This is an optimization exercise on Yosys and OpenROAD, whose aim is small area, a short achievable clock period and few clock cycles, not a production implementation. In this exercise RTL edits were held to simulation tests only and were not proved equivalent to the original. Power is estimated from default activity; no workload was simulated.

### flow/design.v
package cluster_feature_pkg;
    localparam int COORD_BITS       = 5;                         
    localparam int LABEL_BITS       = 6;                         
    localparam int NUM_BANKS        = 4;
    localparam int BANK_SEL_BITS    = $clog2(NUM_BANKS);         
    localparam int INDEX_BITS       = LABEL_BITS - BANK_SEL_BITS;
    localparam int BANK_DEPTH       = 1 << INDEX_BITS;
    localparam int SIZE_BITS        = 12;                        
    localparam int MIN_CLUSTER_SIZE = 8;
    localparam int COUNT_BITS       = 7;
    typedef enum logic [1:0] {
        OP_IDLE  = 2'd0,
        OP_ADD   = 2'd1,
        OP_CLEAR = 2'd2
    } bank_op_e;
    typedef struct packed {
        logic                  last;    
        logic [LABEL_BITS-1:0] label;
        logic [COORD_BITS-1:0] x;
        logic [COORD_BITS-1:0] y;
        logic [COORD_BITS-1:0] z;
    } voxel_t;
    typedef struct packed {
        bank_op_e              op;
        logic [INDEX_BITS-1:0] index;   
        logic [COORD_BITS-1:0] x;
        logic [COORD_BITS-1:0] y;
        logic [COORD_BITS-1:0] z;
    } bank_cmd_t;
    typedef struct packed {
        logic [SIZE_BITS-1:0]  size;
        logic [COORD_BITS-1:0] min_x;
        logic [COORD_BITS-1:0] max_x;
        logic [COORD_BITS-1:0] min_y;
        logic [COORD_BITS-1:0] max_y;
        logic [COORD_BITS-1:0] min_z;
        logic [COORD_BITS-1:0] max_z;
    } cluster_stats_t;
    typedef struct packed {
        logic                  found;           
        logic [COUNT_BITS-1:0] cluster_count;
        logic [SIZE_BITS-1:0]  size;            
        logic [COORD_BITS-1:0] centroid_x;
        logic [COORD_BITS-1:0] centroid_y;
        logic [COORD_BITS-1:0] centroid_z;
        logic [COORD_BITS-1:0] dim_x;
        logic [COORD_BITS-1:0] dim_y;
        logic [COORD_BITS-1:0] dim_z;
    } feature_t;
    localparam int CMD_W   = 2 + INDEX_BITS + 3 * COORD_BITS;
    localparam int STATS_W = SIZE_BITS + 6 * COORD_BITS;
endpackage
`timescale 1ns/1ps
module cluster_feature_top (
    input  logic        clk,
    input  logic        rst_n,
    input  logic        voxel_valid,
    output logic        voxel_ready,
    input  logic [21:0] voxel,       
    output logic        feature_valid,
    input  logic        feature_ready,
    output logic [49:0] feature
);
    localparam int NL = 64;
    logic       ready_q;
    logic [1:0] owed_q;
    logic       accept, handoff;
    logic [1:0] owed_d;
    assign voxel_ready = ready_q;
    assign accept      = voxel_valid & ready_q;
    assign handoff     = feature_valid & feature_ready;
    always_comb begin
        owed_d = owed_q;
        if (accept & voxel[21]) owed_d = owed_d + 2'd1;
        if (handoff)            owed_d = owed_d - 2'd1;
    end
    always_ff @(posedge clk or negedge rst_n) begin
        if (!rst_n) owed_q <= 2'd0;
        else        owed_q <= owed_d;
    end
    always_ff @(posedge clk) begin
        ready_q <= ~owed_d[1];
    end
    logic       vq_v;
    logic       vq_last;
    logic [5:0] vq_l;
    logic [4:0] vq_x, vq_y, vq_z;
    always_ff @(posedge clk or negedge rst_n) begin
        if (!rst_n) vq_v <= 1'b0;
        else        vq_v <= accept;
    end
    logic [NL-1:1] vq_oh;
    logic          vq_fwd;
    always_ff @(posedge clk) begin
        {vq_last, vq_l, vq_x, vq_y, vq_z} <= voxel;
        for (int i = 1; i < NL; i++) vq_oh[i] <= (voxel[20:15] == i);
        vq_fwd <= vq_v & (vq_l != 6'd0) & (voxel[20:15] == vq_l);
    end
    logic [41:0]   mem [1:NL-1];
    logic [NL-1:1] used_q;
    logic          fresh_q;      
    logic          s2_v, s2_last;
    logic [5:0]    s2_l;
    logic [4:0]    s2_x, s2_y, s2_z;
    logic [41:0]   s2_cur;
    logic          s2_cv;
    logic [NL-1:1] s2_oh;
    logic          we, clr;
    logic [41:0]   upd;
    assign we  = s2_v & (s2_l != 6'd0);
    assign clr = s2_v & s2_last;
    logic          fwd;
    logic [41:0]   rd;
    logic          rd_used;
    assign fwd = vq_fwd;
    always_comb begin
        rd      = 42'd0;
        rd_used = 1'b0;
        for (int i = 1; i < NL; i++) begin
            rd      = rd | ({42{vq_oh[i]}} & mem[i]);
            rd_used = rd_used | (vq_oh[i] & used_q[i]);
        end
        rd_used = rd_used & ~fresh_q;
        if (fwd) begin
            rd      = upd;
            rd_used = 1'b1;
        end
        if (clr) rd_used = 1'b0;     
    end
    always_ff @(posedge clk or negedge rst_n) begin
        if (!rst_n) s2_v <= 1'b0;
        else        s2_v <= vq_v;
    end
    always_ff @(posedge clk) begin
        {s2_last, s2_l, s2_x, s2_y, s2_z} <= {vq_last, vq_l, vq_x, vq_y, vq_z};
        s2_oh  <= vq_oh & {(NL-1){vq_v}};    
        s2_cur <= rd;
        s2_cv  <= rd_used;
    end
    logic        sat;
    logic [11:0] cs;
    always_comb begin
        cs  = s2_cv ? s2_cur[41:30] : 12'd0;
        sat = s2_cv & (s2_cur[41:30] == 12'hfff);
        if (!s2_cv) begin
            upd = {12'd1, s2_x, s2_x, s2_y, s2_y, s2_z, s2_z};
        end else begin
            upd[41:30] = sat ? s2_cur[41:30] : s2_cur[41:30] + 12'd1;
            upd[29:25] = (s2_x < s2_cur[29:25]) ? s2_x : s2_cur[29:25];
            upd[24:20] = (s2_x > s2_cur[24:20]) ? s2_x : s2_cur[24:20];
            upd[19:15] = (s2_y < s2_cur[19:15]) ? s2_y : s2_cur[19:15];
            upd[14:10] = (s2_y > s2_cur[14:10]) ? s2_y : s2_cur[14:10];
            upd[9:5]   = (s2_z < s2_cur[9:5])   ? s2_z : s2_cur[9:5];
            upd[4:0]   = (s2_z > s2_cur[4:0])   ? s2_z : s2_cur[4:0];
        end
    end
    always_ff @(posedge clk) begin
        for (int i = 1; i < NL; i++) begin
            if (s2_oh[i]) mem[i] <= upd;
        end
    end
    always_ff @(posedge clk) begin
        for (int i = 1; i < NL; i++) begin
            used_q[i] <= ~clr & ((used_q[i] & ~fresh_q) | s2_oh[i]);
        end
    end
    always_ff @(posedge clk or negedge rst_n) begin
        if (!rst_n) fresh_q <= 1'b1;
        else        fresh_q <= clr | (fresh_q & ~we);
    end
    logic [5:0]  best_l;
    logic [11:0] best_size, best_m1;
    logic [29:0] best_box;
    logic [6:0]  count_q;
    logic        hit, take;
    logic        m1_zero;    
    logic        lower;
    assign hit   = ~fresh_q & (s2_l == best_l);
    assign lower = (s2_l < best_l);
    assign take  = we & (hit | fresh_q |
                         (s2_cv ? (~sat & ((s2_cur[41:30] == best_size) |
                                           ((s2_cur[41:30] == best_m1) & lower)))
                                : (m1_zero & lower)));
    always_ff @(posedge clk) begin
        if (take) begin
            best_l   <= s2_l;
            best_box <= upd[29:0];
            if (!sat) begin
                best_size <= upd[41:30];
                best_m1   <= cs;
                m1_zero   <= (cs == 12'd0);
            end
        end
        if (s2_v) begin
            count_q <= fresh_q ? 7'd0 : count_q + {6'd0, we & s2_cv & (s2_cur[41:30] == 12'd7)};
        end
    end
    logic        rec_pend;
    logic        load;
    logic        found;
    logic [49:0] rec;
    logic [5:0]  sx, sy, sz;
    assign found = (count_q != 7'd0);
    assign load  = rec_pend & (~feature_valid | feature_ready);
    always_comb begin
        sx  = {1'b0, best_box[29:25]} + {1'b0, best_box[24:20]};
        sy  = {1'b0, best_box[19:15]} + {1'b0, best_box[14:10]};
        sz  = {1'b0, best_box[9:5]}   + {1'b0, best_box[4:0]};
        rec = {found, count_q, best_size, sx[5:1], sy[5:1], sz[5:1],
               best_box[24:20] - best_box[29:25],
               best_box[14:10] - best_box[19:15],
               best_box[4:0]   - best_box[9:5]};
        if (!found) rec = 50'd0;
    end
    always_ff @(posedge clk or negedge rst_n) begin
        if (!rst_n) begin
            rec_pend      <= 1'b0;
            feature_valid <= 1'b0;
        end else begin
            rec_pend      <= clr | (rec_pend & ~load);
            feature_valid <= load | (feature_valid & ~feature_ready);
        end
    end
    always_ff @(posedge clk or negedge rst_n) begin
        if (!rst_n)    feature <= 50'd0;
        else if (load) feature <= rec;
    end
endmodule
### flow/flow/run.sh
#!/bin/bash
set -euo pipefail
MARGIN=6.55
bash standard.sh SETUP_SLACK_MARGIN=$MARGIN SKIP_GATE_CLONING=1 finish > standard_flow.log 2>&1
### flow/standard.sh
#!/bin/bash
# synth_recipe.tcl (not shown) runs the flow's synth.tcl, then flattens the netlist and writes it again
# the make line also repeats each setting of config.mk as NAME=value (left out here)
make -C /OpenROAD-flow-scripts/flow DESIGN_CONFIG=/design/flow/config.mk WORK_HOME=/design/flow/orfs CLKGATE_MAP_FILE= SYNTH_SCRIPT=/design/flow/synth_recipe.tcl "${@:-finish}"
### flow/config.mk
export PLATFORM = sky130hd
export DESIGN_NAME = cluster_feature_top
export DESIGN_NICKNAME = cluster_feature_top
export VERILOG_FILES = /design/flow/design.v
export SDC_FILE = /design/flow/constraint.sdc
export NUM_CORES = 4
export LEC_CHECK = 0
export CAP_MARGIN = 20
export CORE_MARGIN = 2
export CORE_UTILIZATION = 55
export CTS_CLUSTER_DIAMETER = 60
export CTS_CLUSTER_SIZE = 30
export SLEW_MARGIN = 20
### flow/constraint.sdc
create_clock -name core_clock -period 10.0 [get_ports {clk}]
set_input_delay 2.0000 -clock core_clock [delete_from_list [all_inputs] [get_ports {clk}]]
set_output_delay 2.0000 -clock core_clock [all_outputs]
set_load 0.01 [all_outputs]
==> summary.txt <==
Worst Hold Endpoint s2_y[3]; final cell count without fillers 9004; initial antenna violation count 32; simple-gate share of the synthesized area 4.10%; met2 GRT Util 65.6%; first drt pass iteration count 7; maximum clock path buffer count 3; hold_sp vq_y[3]; Vias/cell 7.90; met3 GRT Util 13.6%; adder-cell share of the synthesized area 0.837%; Setup TNS 0 ns; mux share of post-synthesis cell area 0.237%; Synth async-reset ratio 1.87%; critical path arrival 4.00 ns; worst r2r path cells 3; number of port buffers 77; skew final 0.0442 ns; I/O pin cnt 78; Yosys cell types 68; syn nets 6175; hold_ws 0.335 ns; final wirelength 461000 um; gr usage total 45.6%; power per cell area 203 nW/um^2; Post-synth EDFFs 2714; placed cells 8625; r2r startpoint s2_cur[36]; FF-to-FF End mem[25][31]; nature of the critical path startpoint register; Final HPWL DP 244000 um; fin crit share 34.8%; register area 89000 um^2; hold-critical path depth 0; wire per inst 51.2 um; Synth Area in XOR/XNOR 0.444%; slew at the pin closest to its max-slew limit 1.29 ns; standby leakage power 39.2 nW; critical path required time 10.52 ns; register bit total from synthesis 3049; syn_area_per_cell 17.9 um^2; outcome timing/DRC/antenna clean; via count 71.1k; area grow syn2layout 10.4%; CTS tree done; final global-route overflow total 0; Yosys top cell area share 75.1%; commonest non-fill, non-tap cell in the layout edfxtp_1; Crit. End Element register; Max H-tree Level 4; DIE HEIGHT 448 um; Worst Slack Setup Final 6.52 ns; Seq/Total Area, Yosys 81.5%; main combinational cell family by area after synthesis compound AO/OA/AOI/OAI gates; Die Wd 448 um; hold-fix buffer count after cts 0; Ys Warns 2; Main synth FF type edfxtp_1; Reg2Reg Setup Slack 6.52 ns; maximum vdd drop 201 uV; NumNets Final 6294; most frequent cells in the layout edfxtp_1 (2714), a22oi_1 (1100), nand4_1 (291); initial drt markers 17.7k; Synth area leaders edfxtp_1 (75%), a22oi_1 (7.6%), dfxtp_1 (5.1%), nand4_1 (1.7%), dfrtp_1 (1.3%); Crit Path Max Fanout 65; Synth Area in Compound Gates 11.2%; CTS Buf Count 172; root buffer cell clkbuf_16; crit path kind reg -> reg; pre-CTS setup slack 5.84 ns; first-pass GRT wire length 595000 um; drc violations 0; HP Class reg -> reg; Tmin final 3.48 ns; number of global-route vias before repair 63.0k; area of the multi-input gates 18500 um^2; pin count of the biggest net entering global routing 66; clock slew at reported path FFs 0.09 ns; TritonCTS Sinks 3049; GR Util met1 62.0%; core area 197000 um^2; gpl congestion 0.930; fillers 14.3k; area leader, netlist edfxtp_1; Routed Antenna Nets 0; row cnt 163; layout cell share with drive strength beyond 1 12.8%; Final setup viols 0; relative slew slack 14.0%; Cell Area, Synth 109000 um^2; Fmax achieved 288 MHz; Final Core Density 60.9%; most used routing layer met2; endpoints failing hold 0; RSZ-0062 raised after global routing false; DIE AREA 201000 um^2; Clock Latency Late Sink 0.90 ns; Post-Synthesis Cells 6080; final slew viol count 0; effective utilization at floorplan 55.2%; number of max-cap violations 0
[through the flow]
step                cell area, um^2  power (mW)
floorplan                    109000        15.3
global placement             113000        16.0
detailed placement           113000        16.1
CTS                          120000        24.2
global route                 120000        24.8
finish                       120000        24.3
[cell usage after synthesis (all sizes together) (4+ instances only)]
| library cell | count |
|---|---|
| dfrtp | 56 |
| a41oi | 4 |
| buf | 191 |
| xor2 | 10 |
| dfxtp | 278 |
| a211oi | 4 |
| a2bb2oi | 27 |
| nor4 | 76 |
| nand3 | 73 |
| edfxtp | 2714 |
| mux2 | 22 |
| and3 | 4 |
| nor2b | 11 |
| a21oi | 135 |
| nand2b | 5 |
| ha | 63 |
| clkbuf | 194 |
| or3 | 5 |
| or2 | 4 |
| a22oi | 1101 |
| and2 | 77 |
| a31oi | 16 |
| nor2 | 162 |
| o31ai | 7 |
| a22o | 135 |
| nand2 | 69 |
| o21ai | 50 |
| or4 | 18 |
| xnor2 | 45 |
| inv | 67 |
| fa | 6 |
| nor3 | 10 |
| a221oi | 117 |
| nand4 | 293 |
[critical path, cell delays in order, from the launching register on]
cell	delay, ns
dfxtp_1	0.85
nand4_2	0.55
nor4_4	0.66
o22a_2	0.99
[sequential cells by signal, summed over array words and instances (netlist names), 6 cells and up]
| register | count |
|---|---|
| best_box | 30 |
| s2_oh | 63 |
| vq_oh | 63 |
| mem | 2646 |
| count_q | 7 |
| s2_cur | 42 |
| best_size | 12 |
| feature | 50 |
| best_l | 6 |
| used_q | 63 |
| s2_l | 6 |
| best_m1 | 12 |
| vq_l | 6 |
[cell families after synthesis]
kind of cell | after synthesis
AO/OA/AOI/OAI | 1622
XOR/XNOR | 55
adder cells (fa/ha/maj) | 69
buffers and inverters | 452
flip-flops | 3049
multiplexers | 23
AND/OR/NAND/NOR | 810
[metal layers]
layer / up-vias / routed length (um)
li1: 25269 / -
met1: 36272 / 151000
met3: 1780 / 79700
met4: 16 / 36500
met5: - / 115
met2: 7754 / 193000
[worst max-delay path by stage]
stage          slack [ns]     startpoint  cells after the start     endpoint
6_report             6.52     s2_cur[36]                      3  mem[25][31]
5_1_grt              6.55    feature[28]                      1  feature[28]
4_1_cts              6.53    feature[37]                      1  feature[37]
3_5_place_dp         5.84  feature_ready                      6  feature[17]
3_3_place_gp         5.45  feature_ready                      7  feature[29]
2_1_floorplan        5.43      s2_cur[1]                      6  best_box[1]
[timing repair]
item / in CTS / in global routing
pin swaps: 2 / 1
buffers inserted: 38 / 1
gates resized for setup: 208 / 3
gates cloned: 0 / 0
hold endpoints to repair: 0 / 0
endpoints found under the setup margin: 179 / 95
[final cells by class]
class	instances	area share (%)
Tap cell	2640	2.76
Sequential cell	3049	74.2
Clock buffer	192	3.81
Multi-Input combinational cell	2579	15.4
Antenna cell	16	0.0334
Inverter	67	0.210
Timing Repair Buffer	330	2.08
Clock inverter	131	1.48
[report_power, final]
group          leakage [nW]  switching, mW  internal [mW]  total [mW]
clock                  3.05           4.73           3.76        8.49
sequential             28.8          0.385           14.1        14.5
combinational          7.33          0.867          0.490        1.36
total                  39.2           5.98           18.3        24.3
Testbench counts, summed over its fixed seeds: cycles 13,591.

-- re-timing with driven ports --
Ports are ideal in the flow. The routed layout listed here was re-timed in OpenROAD.
Step 1 (the two cells are an assumption about what drives the block):
set clk [get_ports {clk}]
set_driving_cell -lib_cell sky130_fd_sc_hd__clkbuf_16 $clk
set_driving_cell -lib_cell sky130_fd_sc_hd__buf_2 [delete_from_list [all_inputs] $clk]
Step 2, shift: input delay + t, output delay - t, t = (earliest + latest rising clock arrival at the registers) / 2. This alone moves slack from input paths to output paths.
a / b / c = ideal ports / drivers / drivers and shift; a / b = the first two.
t, ns: 0.980
setup WS [ns]: 6.522 / 6.469 / 5.863
worst setup path at the end: input to register
latest minus earliest clock arrival (ns): 0.045 / 0.045
After both steps setup and hold are still met in this run. The setup slack of this run moves by -0.053 ns with the drivers and by -0.659 ns with both steps.
